Context: an optimization exercise on an open-source flow, tuned for small area, a short achievable clock period and few clock cycles per item. The choices shown serve that exercise and are no tape-out recipe. The RTL was checked by simulation tests, not by an equivalence proof against the original design. No activity file was given, so power comes from the tool's default toggle rates.

==> inputs of run a <==
==> flow/design.v <==
module rv_alu_md #(
  parameter int unsigned XLEN = 32,
  parameter int unsigned SHW  = $clog2(XLEN)
) (
  input  logic            clk_in,
  input  logic            rst_in,
  input  logic            flush_in,
  input  logic            valid_in,
  output logic            ready_out,
  input  logic [XLEN-1:0] op_1_in,
  input  logic [XLEN-1:0] op_2_in,
  input  logic [2:0]      funct3_in,
  input  logic            funct7_5_in,
  input  logic            m_ext_in,
  output logic            valid_out,
  input  logic            ready_in,
  output logic [XLEN-1:0] result_out,
  output logic            busy_out
);
  localparam logic [1:0] XIdle = 2'd0, XHold = 2'd1, XMul = 2'd2, XDiv = 2'd3;
  localparam logic [63:0] MulK = 64'h0 - 64'h0000_0002_0000_0000 - 64'h0000_0008_0000_0000
                                 - 64'h0000_0020_0000_0000 - 64'h0000_0080_0000_0000
                                 - 64'h0000_0200_0000_0000 - 64'h0000_0800_0000_0000;
  logic        i_valid;
  logic [31:0] i_a, i_b;
  logic [2:0]  i_f3;
  logic        i_f75, i_m;
  logic        i_swap;      
  logic [1:0]  i_tm;        
  logic [5:0]  i_lsa, i_lsb;  
  logic [1:0]  x_st;
  logic        x_fin;       
  logic        x_mh;        
  logic        p_valid;
  logic [31:0] p_x, p_y;    
  logic        p_c, p_inv;
  logic        o_valid;
  logic [31:0] o_res;
  logic [63:0] acc_s, acc_c;
  logic [33:0] mcx;
  logic [32:0] mc;            
  assign mc = mcx[32:0];
  logic [31:0] mp;            
  logic [5:0]  bo, bt, bn;    
  logic [1:0]  idx;           
  logic        hi;            
  logic        qneg, rneg;
  logic [31:0] dr, dq;
  logic [33:0] dd;
  logic [4:0]  cnt;
  assign dr  = acc_s[31:0];
  assign dq  = acc_s[63:32];
  assign dd  = mcx;
  assign cnt = mp[4:0];
  logic o_free, p_free, p_move, x_free, accept, x_load, x_done, x_move;
  assign o_free     = !o_valid || ready_in;
  assign p_move     = p_valid && o_free;
  assign p_free     = !p_valid || o_free;
  assign x_free     = (x_st == XIdle) || (x_fin && p_free);
  assign ready_out  = !flush_in && (!i_valid || x_free);
  assign accept     = valid_in && ready_out;
  assign x_load     = i_valid && x_free;
  assign x_done     = (x_st != XIdle) && x_fin;
  assign x_move     = x_done && p_free;
  assign valid_out  = o_valid;
  assign result_out = o_res;
  logic [32:0] p_sum;
  assign p_sum = {p_x ^ {32{p_inv}}, 1'b1} + {p_y, p_c};
  assign busy_out   = (i_valid || (x_st != XIdle) || p_valid) && !o_valid;
  logic [31:0] sh_in, sh_out, sh_rev, alu_x, alu_y;
  logic        sub, slt, ltu, sll, fill;
  assign sub  = i_f75 && (i_f3 == 3'b000);
  assign ltu  = i_a < i_b;
  assign slt  = (i_a[31] ^ i_b[31]) ? i_a[31] : ltu;
  assign sll  = !i_f3[2];
  assign fill = i_f75 && i_a[31] && !sll;
  always_comb for (int i = 0; i < 32; i++) sh_in[i] = sll ? i_a[31-i] : i_a[i];
  logic signed [32:0] sh_t;
  assign sh_t   = $signed({fill, sh_in}) >>> i_b[4:0];
  assign sh_out = sh_t[31:0];
  always_comb for (int i = 0; i < 32; i++) sh_rev[i] = sh_out[31-i];
  always_comb begin
    alu_y = '0;
    case (i_f3)
      3'b000: begin
        alu_x = i_a;
        alu_y = i_b ^ {32{sub}};    
      end
      3'b001:  alu_x = sh_rev;
      3'b010:  alu_x = {31'b0, slt};
      3'b011:  alu_x = {31'b0, ltu};
      3'b100:  alu_x = i_a ^ i_b;
      3'b101:  alu_x = sh_out;
      3'b110:  alu_x = i_a | i_b;
      default: alu_x = i_a & i_b;
    endcase
  end
  logic        ms_a, ms_b, swap;
  logic [32:0] va, vb;
  function automatic logic [1:0] top_grp(input logic [32:0] v);
    logic [31:0] x;
    x = v[31:0] ^ {32{v[32]}};
    if (|x[31:22])      top_grp = 2'd2;
    else if (|x[21:11]) top_grp = 2'd1;
    else                top_grp = 2'd0;
  endfunction
  logic        p_ms_a, p_ms_b;
  logic [1:0]  p_ta, p_tb;
  assign p_ms_a = (funct3_in[1:0] == 2'b01) || (funct3_in[1:0] == 2'b10);
  assign p_ms_b = (funct3_in[1:0] == 2'b01);
  assign p_ta   = top_grp({p_ms_a && op_1_in[31], op_1_in});
  assign p_tb   = top_grp({p_ms_b && op_2_in[31], op_2_in});
  assign ms_a = (i_f3[1:0] == 2'b01) || (i_f3[1:0] == 2'b10);
  assign ms_b = (i_f3[1:0] == 2'b01);
  assign va   = {ms_a && i_a[31], i_a};
  assign vb   = {ms_b && i_b[31], i_b};
  assign swap = i_swap;
  logic [32:0] mpv;
  logic [1:0]  tm;
  logic [10:0] top_chunk;
  assign mpv = swap ? va : vb;
  assign tm  = i_tm;
  always_comb begin
    case (tm)
      2'd0: top_chunk = mpv[10:0];
      2'd1: top_chunk = mpv[21:11];
      default: top_chunk = mpv[32:22];
    endcase
  end
  function automatic logic [5:0] clz32(input logic [31:0] v);
    logic [15:0] z1, c1;
    logic [7:0]  z2;
    logic [15:0] c2;
    logic [3:0]  z3;
    logic [11:0] c3;
    logic [1:0]  z4;
    logic [7:0]  c4;
    for (int g = 0; g < 16; g++) begin
      z1[g] = !(v[2*g+1] || v[2*g]);
      c1[g] = !v[2*g+1];
    end
    for (int g = 0; g < 8; g++) begin
      z2[g] = z1[2*g+1] && z1[2*g];
      c2[2*g +: 2] = z1[2*g+1] ? {1'b1, c1[2*g]} : {1'b0, c1[2*g+1]};
    end
    for (int g = 0; g < 4; g++) begin
      z3[g] = z2[2*g+1] && z2[2*g];
      c3[3*g +: 3] = z2[2*g+1] ? {1'b1, c2[4*g +: 2]} : {1'b0, c2[4*g+2 +: 2]};
    end
    for (int g = 0; g < 2; g++) begin
      z4[g] = z3[2*g+1] && z3[2*g];
      c4[4*g +: 4] = z3[2*g+1] ? {1'b1, c3[6*g +: 3]} : {1'b0, c3[6*g+3 +: 3]};
    end
    if (z4[1] && z4[0]) clz32 = 6'd32;
    else clz32 = z4[1] ? {2'b01, c4[3:0]} : {2'b00, c4[7:4]};
  endfunction
  logic        p_a_neg, p_b_neg;
  assign p_a_neg    = !funct3_in[0] && op_1_in[31];
  assign p_b_neg    = !funct3_in[0] && op_2_in[31];
  logic        d_signed, a_neg, b_neg, bz;
  logic [31:0] a_x, b_x, a_mag, b_mag;
  logic [5:0]  sp;
  logic [4:0]  iters_m1;
  assign d_signed = !i_f3[0];
  assign a_neg    = d_signed && i_a[31];
  assign b_neg    = d_signed && i_b[31];
  assign a_x      = i_a ^ {32{a_neg}};
  assign b_x      = i_b ^ {32{b_neg}};
  assign a_mag    = a_x + {31'b0, a_neg};
  assign b_mag    = b_x + {31'b0, b_neg};
  assign bz       = (i_b == '0);
  logic [6:0]  s_up;
  assign s_up     = {1'b0, i_lsb} - {1'b0, i_lsa} + {6'b0, a_neg};
  assign iters_m1 = s_up[6] ? 5'd0 : s_up[5:1];
  assign sp       = {iters_m1, 1'b0};
  logic [10:0] chunk;
  logic [63:0] row [9];
  logic [63:0] acc_s_n, acc_c_n;
  always_comb begin
    case (idx)
      2'd1: chunk = mp[10:0];
      default: chunk = mp[21:11];
    endcase
  end
  function automatic logic [17:0] booth(input logic [11:0] d12);
    logic [13:0] d;
    logic        x2, x1, x0;
    d = {d12[11], d12, 1'b0};
    for (int k = 0; k < 6; k++) begin
      x2 = d[2*k+2];
      x1 = d[2*k+1];
      x0 = d[2*k];
      booth[k]      = x1 ^ x0;
      booth[6 + k]  = (x2 && !x1 && !x0) || (!x2 && x1 && x0);
      booth[12 + k] = x2 && !(x1 && x0);
    end
  endfunction
  function automatic logic [127:0] csa(input logic [63:0] a, input logic [63:0] b,
                                       input logic [63:0] c);
    logic [63:0] s, k;
    s = a ^ b ^ c;
    k = (a & b) | (a & c) | (b & c);
    csa = {k[62:0], 1'b0, s};
  endfunction
  always_comb begin
    logic [127:0] t0, t1, t2, u0, u1, v0, w0;
    logic [33:0]  m2, sel;
    m2 = {mc[32], mc};
    for (int k = 0; k < 6; k++) begin
      sel    = (bo[k] ? m2 : 34'b0) | (bt[k] ? {m2[32:0], 1'b0} : 34'b0);
      sel    = sel ^ {34{bn[k]}};
      row[k] = 64'({!sel[33], sel[32:0]}) << (2*k);
    end
    row[6] = {acc_s[52:0], bn[5], 1'b0, bn[4], 1'b0, bn[3], 1'b0, bn[2], 1'b0, bn[1], 1'b0,
              bn[0]};
    row[7] = {acc_c[52:0], 11'b0};
    row[8] = MulK;
    t0 = csa(row[6], row[7], row[8]);
    t1 = csa(row[0], row[1], row[2]);
    t2 = csa(row[3], row[4], row[5]);
    u0 = csa(t0[63:0], t0[127:64], t1[63:0]);
    u1 = csa(t1[127:64], t2[63:0], t2[127:64]);
    v0 = csa(u0[63:0], u0[127:64], u1[63:0]);
    w0 = csa(v0[63:0], v0[127:64], u1[127:64]);
    acc_s_n = w0[63:0];
    acc_c_n = w0[127:64];
  end
  logic [32:0] lo_sum;
  assign lo_sum = {1'b0, acc_s[31:0]} + {1'b0, acc_c[31:0]};
  logic [36:0] df1, df2, df3;
  logic [31:0] r_n, q_n;
  logic [1:0]  qd;
  assign df1 = {5'b0, dr} - {3'b0, dd};
  assign df2 = {5'b0, dr} - {2'b0, dd, 1'b0};
  logic [36:0] d3x, d3y, d3z, d3s, d3c;
  logic [37:0] d3t;
  assign d3x = {5'b0, dr};
  assign d3y = ~{3'b0, dd};
  assign d3z = ~{2'b0, dd, 1'b0};
  assign d3s = d3x ^ d3y ^ d3z;
  assign d3c = {(d3x[35:0] & d3y[35:0]) | (d3x[35:0] & d3z[35:0]) | (d3y[35:0] & d3z[35:0]), 1'b1};
  assign d3t = {d3s, 1'b1} + {d3c, 1'b1};
  assign df3 = d3t[37:1];
  logic q3, q2, q1, q0;
  assign q3  = !df3[36];
  assign q2  = !df2[36] && df3[36];
  assign q1  = !df1[36] && df2[36];
  assign q0  = df1[36];
  assign qd  = {!df2[36], q3 || q1};
  assign r_n = ({32{q3}} & df3[31:0]) | ({32{q2}} & df2[31:0]) | ({32{q1}} & df1[31:0]) |
               ({32{q0}} & dr);
  assign q_n = {dq[29:0], qd};
  logic [31:0] n_x, n_y;
  logic        d_neg, n_c, n_inv;
  logic sel_mh, sel_hold, sel_mul, sel_dr, sel_dq;
  assign sel_mh   = x_mh;
  assign sel_hold = (x_st == XHold);
  assign sel_mul  = (x_st == XMul) && !x_mh;
  assign sel_dr   = (x_st == XDiv) && hi;
  assign sel_dq   = (x_st == XDiv) && !hi;
  assign d_neg    = hi ? rneg : qneg;
  assign n_x = ({32{sel_mh}} & acc_s[63:32]) | ({32{sel_hold}} & acc_s[31:0]) |
               ({32{sel_mul}} & acc_s_n[31:0]) | ({32{sel_dr}} & r_n) | ({32{sel_dq}} & q_n);
  assign n_y = ({32{sel_mh}} & acc_c[63:32]) | ({32{sel_hold}} & acc_c[31:0]) |
               ({32{sel_mul}} & acc_c_n[31:0]);
  assign n_c = (sel_mh && lo_sum[32]) || (sel_hold && acc_c[32]) || (x_st == XDiv && d_neg);
  assign n_inv = (x_st == XDiv) && d_neg;
  always_ff @(posedge clk_in or posedge rst_in) begin
    if (rst_in) begin
      i_valid <= 1'b0;
      x_st    <= XIdle;
      x_fin   <= 1'b0;
      x_mh    <= 1'b0;
      p_valid <= 1'b0;
      o_valid <= 1'b0;
    end else if (flush_in) begin
      i_valid <= 1'b0;
      x_st    <= XIdle;
      x_fin   <= 1'b0;
      x_mh    <= 1'b0;
      p_valid <= 1'b0;
      o_valid <= 1'b0;
    end else begin
      if (p_move)        o_valid <= 1'b1;
      else if (ready_in) o_valid <= 1'b0;
      if (x_move)        p_valid <= 1'b1;
      else if (p_move)   p_valid <= 1'b0;
      if (accept)      i_valid <= 1'b1;
      else if (x_load) i_valid <= 1'b0;
      if (x_load) begin
        x_mh <= 1'b0;
        if (!i_m || (i_f3[2] && bz)) begin
          x_st  <= XHold;
          x_fin <= 1'b1;
        end else if (!i_f3[2]) begin
          x_st  <= XMul;
          x_fin <= (tm == 2'd0) && (i_f3[1:0] == 2'b00);
        end else begin
          x_st  <= XDiv;
          x_fin <= (iters_m1 == 5'd0);
        end
      end else if (x_move) begin
        x_st  <= XIdle;
        x_fin <= 1'b0;
        x_mh  <= 1'b0;
      end else if (!x_fin) begin
        case (x_st)
          XMul: begin
            x_fin <= (idx == 2'd0) || ((idx == 2'd1) && !hi);
            x_mh  <= (idx == 2'd0);   
          end
          XDiv: x_fin <= (cnt == 5'd1);
          default: ;
        endcase
      end
    end
  end
  always_ff @(posedge clk_in) begin
    if (accept) begin
      i_a   <= op_1_in;
      i_b   <= op_2_in;
      i_f3  <= funct3_in;
      i_f75 <= funct7_5_in;
      i_m   <= m_ext_in;
      i_swap     <= p_ta < p_tb;
      i_tm       <= (p_ta < p_tb) ? p_ta : p_tb;
      i_lsa      <= clz32(op_1_in ^ {32{p_a_neg}});
      i_lsb      <= clz32(op_2_in ^ {32{p_b_neg}});
    end
    if (x_move) begin
      p_x <= n_x;
      p_y <= n_y;
      p_c <= n_c;
      p_inv <= n_inv;
    end
    if (p_move) o_res <= p_sum[32:1];
    if (x_load) begin
      if (!i_m) begin
        acc_s <= {32'b0, alu_x};
        acc_c <= {31'b0, sub, alu_y};
      end else if (!i_f3[2]) begin
        acc_s <= '0;
        acc_c <= '0;
      end else if (bz) begin
        acc_s <= {32'b0, i_f3[1] ? i_a : 32'hFFFF_FFFF};
        acc_c <= '0;
      end else begin
        acc_s <= {32'b0, a_mag};
      end
      if (i_f3[2]) mcx <= {2'b0, b_mag} << sp;
      else         mcx <= {1'b0, swap ? vb : va};
      mp    <= i_f3[2] ? {27'b0, iters_m1} : mpv[31:0];
      {bn, bt, bo} <= booth({mpv[32], top_chunk});    
      idx   <= tm;
      hi    <= i_f3[2] ? i_f3[1] : (i_f3[1:0] != 2'b00);
      qneg  <= a_neg ^ b_neg;
      rneg  <= a_neg;
    end else if (!x_fin) begin
      case (x_st)
        XMul: begin
          acc_s <= acc_s_n;
          acc_c <= acc_c_n;
          idx   <= idx - 2'd1;
          {bn, bt, bo} <= booth({1'b0, chunk});
        end
        XDiv: begin
          acc_s   <= {q_n, r_n};
          mcx     <= dd >> 2;
          mp[4:0] <= cnt - 5'd1;
        end
        default: ;
      endcase
    end
  end
endmodule
==> flow/run.sh <==
#!/bin/bash
# synth_recipe.tcl (not shown) runs the flow's synth.tcl, then flattens the netlist and writes it again
# the make line also repeats each setting of config.mk as NAME=value (left out here)
make -C /OpenROAD-flow-scripts/flow DESIGN_CONFIG=/design/flow/config.mk WORK_HOME=/design/flow/orfs CLKGATE_MAP_FILE= SYNTH_SCRIPT=/design/flow/synth_recipe.tcl finish
==> flow/config.mk <==
export PLATFORM = sky130hd
export DESIGN_NAME = rv_alu_md
export DESIGN_NICKNAME = rv_alu_md
export VERILOG_FILES = /design/flow/design.v
export SDC_FILE = /design/flow/constraint.sdc
export NUM_CORES = 4
export LEC_CHECK = 0
export CAP_MARGIN = 30
export CORE_MARGIN = 2
export CORE_UTILIZATION = 35
export PLACE_DENSITY = 0.55
export SETUP_SLACK_MARGIN = 2.8
export SLEW_MARGIN = 30
==> flow/constraint.sdc <==
create_clock -name core_clock -period 7.0 [get_ports {clk_in}]
set_input_delay 1.4000 -clock core_clock [delete_from_list [all_inputs] [get_ports {clk_in}]]
set_output_delay 1.4000 -clock core_clock [all_outputs]
set_load 0.01 [all_outputs]
==> inputs of run b, as changes to run a <==
--- a/flow/design.v
+++ b/flow/design.v
@@ -21,5 +21,5 @@
   localparam logic [63:0] MulK = 64'h0 - 64'h0000_0002_0000_0000 - 64'h0000_0008_0000_0000
                                  - 64'h0000_0020_0000_0000 - 64'h0000_0080_0000_0000
-                                 - 64'h0000_0200_0000_0000 - 64'h0000_0800_0000_0000;
+                                 - 64'h0000_0200_0000_0000;
   logic        i_valid;
   logic [31:0] i_a, i_b;
@@ -42,5 +42,5 @@
   assign mc = mcx[32:0];
   logic [31:0] mp;            
-  logic [5:0]  bo, bt, bn;    
+  logic [4:0]  bo, bt, bn;    
   logic [1:0]  idx;           
   logic        hi;            
@@ -98,10 +98,11 @@
   logic        ms_a, ms_b, swap;
   logic [32:0] va, vb;
-  function automatic logic [1:0] top_grp(input logic [32:0] v);
+  function automatic logic [1:0] top_byte(input logic [32:0] v);
     logic [31:0] x;
     x = v[31:0] ^ {32{v[32]}};
-    if (|x[31:22])      top_grp = 2'd2;
-    else if (|x[21:11]) top_grp = 2'd1;
-    else                top_grp = 2'd0;
+    if (|x[31:24])      top_byte = 2'd3;
+    else if (|x[23:16]) top_byte = 2'd2;
+    else if (|x[15:8])  top_byte = 2'd1;
+    else                top_byte = 2'd0;
   endfunction
   logic        p_ms_a, p_ms_b;
@@ -109,6 +110,6 @@
   assign p_ms_a = (funct3_in[1:0] == 2'b01) || (funct3_in[1:0] == 2'b10);
   assign p_ms_b = (funct3_in[1:0] == 2'b01);
-  assign p_ta   = top_grp({p_ms_a && op_1_in[31], op_1_in});
-  assign p_tb   = top_grp({p_ms_b && op_2_in[31], op_2_in});
+  assign p_ta   = top_byte({p_ms_a && op_1_in[31], op_1_in});
+  assign p_tb   = top_byte({p_ms_b && op_2_in[31], op_2_in});
   assign ms_a = (i_f3[1:0] == 2'b01) || (i_f3[1:0] == 2'b10);
   assign ms_b = (i_f3[1:0] == 2'b01);
@@ -118,12 +119,13 @@
   logic [32:0] mpv;
   logic [1:0]  tm;
-  logic [10:0] top_chunk;
+  logic [7:0]  top_chunk;
   assign mpv = swap ? va : vb;
   assign tm  = i_tm;
   always_comb begin
     case (tm)
-      2'd0: top_chunk = mpv[10:0];
-      2'd1: top_chunk = mpv[21:11];
-      default: top_chunk = mpv[32:22];
+      2'd0: top_chunk = mpv[7:0];
+      2'd1: top_chunk = mpv[15:8];
+      2'd2: top_chunk = mpv[23:16];
+      default: top_chunk = mpv[31:24];
     endcase
   end
@@ -174,24 +176,25 @@
   assign iters_m1 = s_up[6] ? 5'd0 : s_up[5:1];
   assign sp       = {iters_m1, 1'b0};
-  logic [10:0] chunk;
-  logic [63:0] row [9];
+  logic [7:0]  chunk;
+  logic [63:0] row [8];
   logic [63:0] acc_s_n, acc_c_n;
   always_comb begin
     case (idx)
-      2'd1: chunk = mp[10:0];
-      default: chunk = mp[21:11];
+      2'd1: chunk = mp[7:0];
+      2'd2: chunk = mp[15:8];
+      default: chunk = mp[23:16];
     endcase
   end
-  function automatic logic [17:0] booth(input logic [11:0] d12);
-    logic [13:0] d;
+  function automatic logic [14:0] booth(input logic [8:0] d9);
+    logic [10:0] d;
     logic        x2, x1, x0;
-    d = {d12[11], d12, 1'b0};
-    for (int k = 0; k < 6; k++) begin
+    d = {d9[8], d9, 1'b0};
+    for (int k = 0; k < 5; k++) begin
       x2 = d[2*k+2];
       x1 = d[2*k+1];
       x0 = d[2*k];
       booth[k]      = x1 ^ x0;
-      booth[6 + k]  = (x2 && !x1 && !x0) || (!x2 && x1 && x0);
-      booth[12 + k] = x2 && !(x1 && x0);
+      booth[5 + k]  = (x2 && !x1 && !x0) || (!x2 && x1 && x0);
+      booth[10 + k] = x2 && !(x1 && x0);
     end
   endfunction
@@ -204,21 +207,19 @@
   endfunction
   always_comb begin
-    logic [127:0] t0, t1, t2, u0, u1, v0, w0;
+    logic [127:0] t0, t1, u0, u1, v0, w0;
     logic [33:0]  m2, sel;
     m2 = {mc[32], mc};
-    for (int k = 0; k < 6; k++) begin
+    for (int k = 0; k < 5; k++) begin
       sel    = (bo[k] ? m2 : 34'b0) | (bt[k] ? {m2[32:0], 1'b0} : 34'b0);
       sel    = sel ^ {34{bn[k]}};
       row[k] = 64'({!sel[33], sel[32:0]}) << (2*k);
     end
-    row[6] = {acc_s[52:0], bn[5], 1'b0, bn[4], 1'b0, bn[3], 1'b0, bn[2], 1'b0, bn[1], 1'b0,
-              bn[0]};
-    row[7] = {acc_c[52:0], 11'b0};
-    row[8] = MulK;
-    t0 = csa(row[6], row[7], row[8]);
+    row[5] = {acc_s[55:0], 1'b0, bn[3], 1'b0, bn[2], 1'b0, bn[1], 1'b0, bn[0]};
+    row[6] = {acc_c[55:0], 8'b0};
+    row[7] = MulK | (64'(bn[4]) << 8);    
+    t0 = csa(row[5], row[6], row[7]);
     t1 = csa(row[0], row[1], row[2]);
-    t2 = csa(row[3], row[4], row[5]);
-    u0 = csa(t0[63:0], t0[127:64], t1[63:0]);
-    u1 = csa(t1[127:64], t2[63:0], t2[127:64]);
+    u0 = csa(t0[63:0], t0[127:64], row[3]);
+    u1 = csa(t1[63:0], t1[127:64], row[4]);
     v0 = csa(u0[63:0], u0[127:64], u1[63:0]);
     w0 = csa(v0[63:0], v0[127:64], u1[127:64]);
@@ -351,5 +352,5 @@
       else         mcx <= {1'b0, swap ? vb : va};
       mp    <= i_f3[2] ? {27'b0, iters_m1} : mpv[31:0];
-      {bn, bt, bo} <= booth({mpv[32], top_chunk});    
+      {bn, bt, bo} <= booth({mpv[32], top_chunk});
       idx   <= tm;
       hi    <= i_f3[2] ? i_f3[1] : (i_f3[1:0] != 2'b00);
--- a/flow/config.mk
+++ b/flow/config.mk
@@ -6,8 +6,8 @@
 export NUM_CORES = 4
 export LEC_CHECK = 0
-export CAP_MARGIN = 30
+export CAP_MARGIN = 40
 export CORE_MARGIN = 2
-export CORE_UTILIZATION = 35
-export PLACE_DENSITY = 0.55
+export CORE_UTILIZATION = 40
+export PLACE_DENSITY = 0.6
 export SETUP_SLACK_MARGIN = 2.8
-export SLEW_MARGIN = 30
+export SLEW_MARGIN = 40
==> notes <==
Between run b and run a, the lower combinational power is in run b (gap 9.3%, measured against run a). Between run b and run a, the lower clock skew is in run b (gap 0.016 ns). Of run b and run a, run b has the higher sequential share of layout area (gap 0.84 points). Run b finished clean. Run a completed with no timing, DRC or antenna violations. Against run a, the first-iteration DRC count of run b is lower by about 0.4%.
Testbench counts of run a, summed over its fixed seeds: cycles 4,716, items 2,400.
Testbench counts of run b, summed over its fixed seeds: cycles 4,970, items 2,400.

what the ideal ports hide:
No port has a modelled driver above. Below, the same layouts with a new extraction and two added sets of constraints.
Step 1: set_driving_cell puts a clkbuf_16 on clk_in and a buf_2 on each other input, an assumption about the parent block.
Step 2, shift: input delay + t, output delay - t, t = (earliest + latest rising clock arrival at the registers) / 2. This alone moves slack from input paths to output paths.
Three values: ideal, step 1, step 2; two values: the first two.
| run | t (ns) | setup WS [ns] | hold WS [ns] |
|---|---|---|---|
| run a | 0.744 | 2.576 / 2.576 / 2.058 | 0.588 / 0.588 / 0.588 |
| run b | 0.742 | 2.470 / 2.470 / 2.097 | 0.597 / 0.597 / 0.597 |
After both steps every run listed still meets setup and hold. The setup slack of run a, which loses most, moves by 0.000 ns with the drivers and by -0.518 ns with both steps.
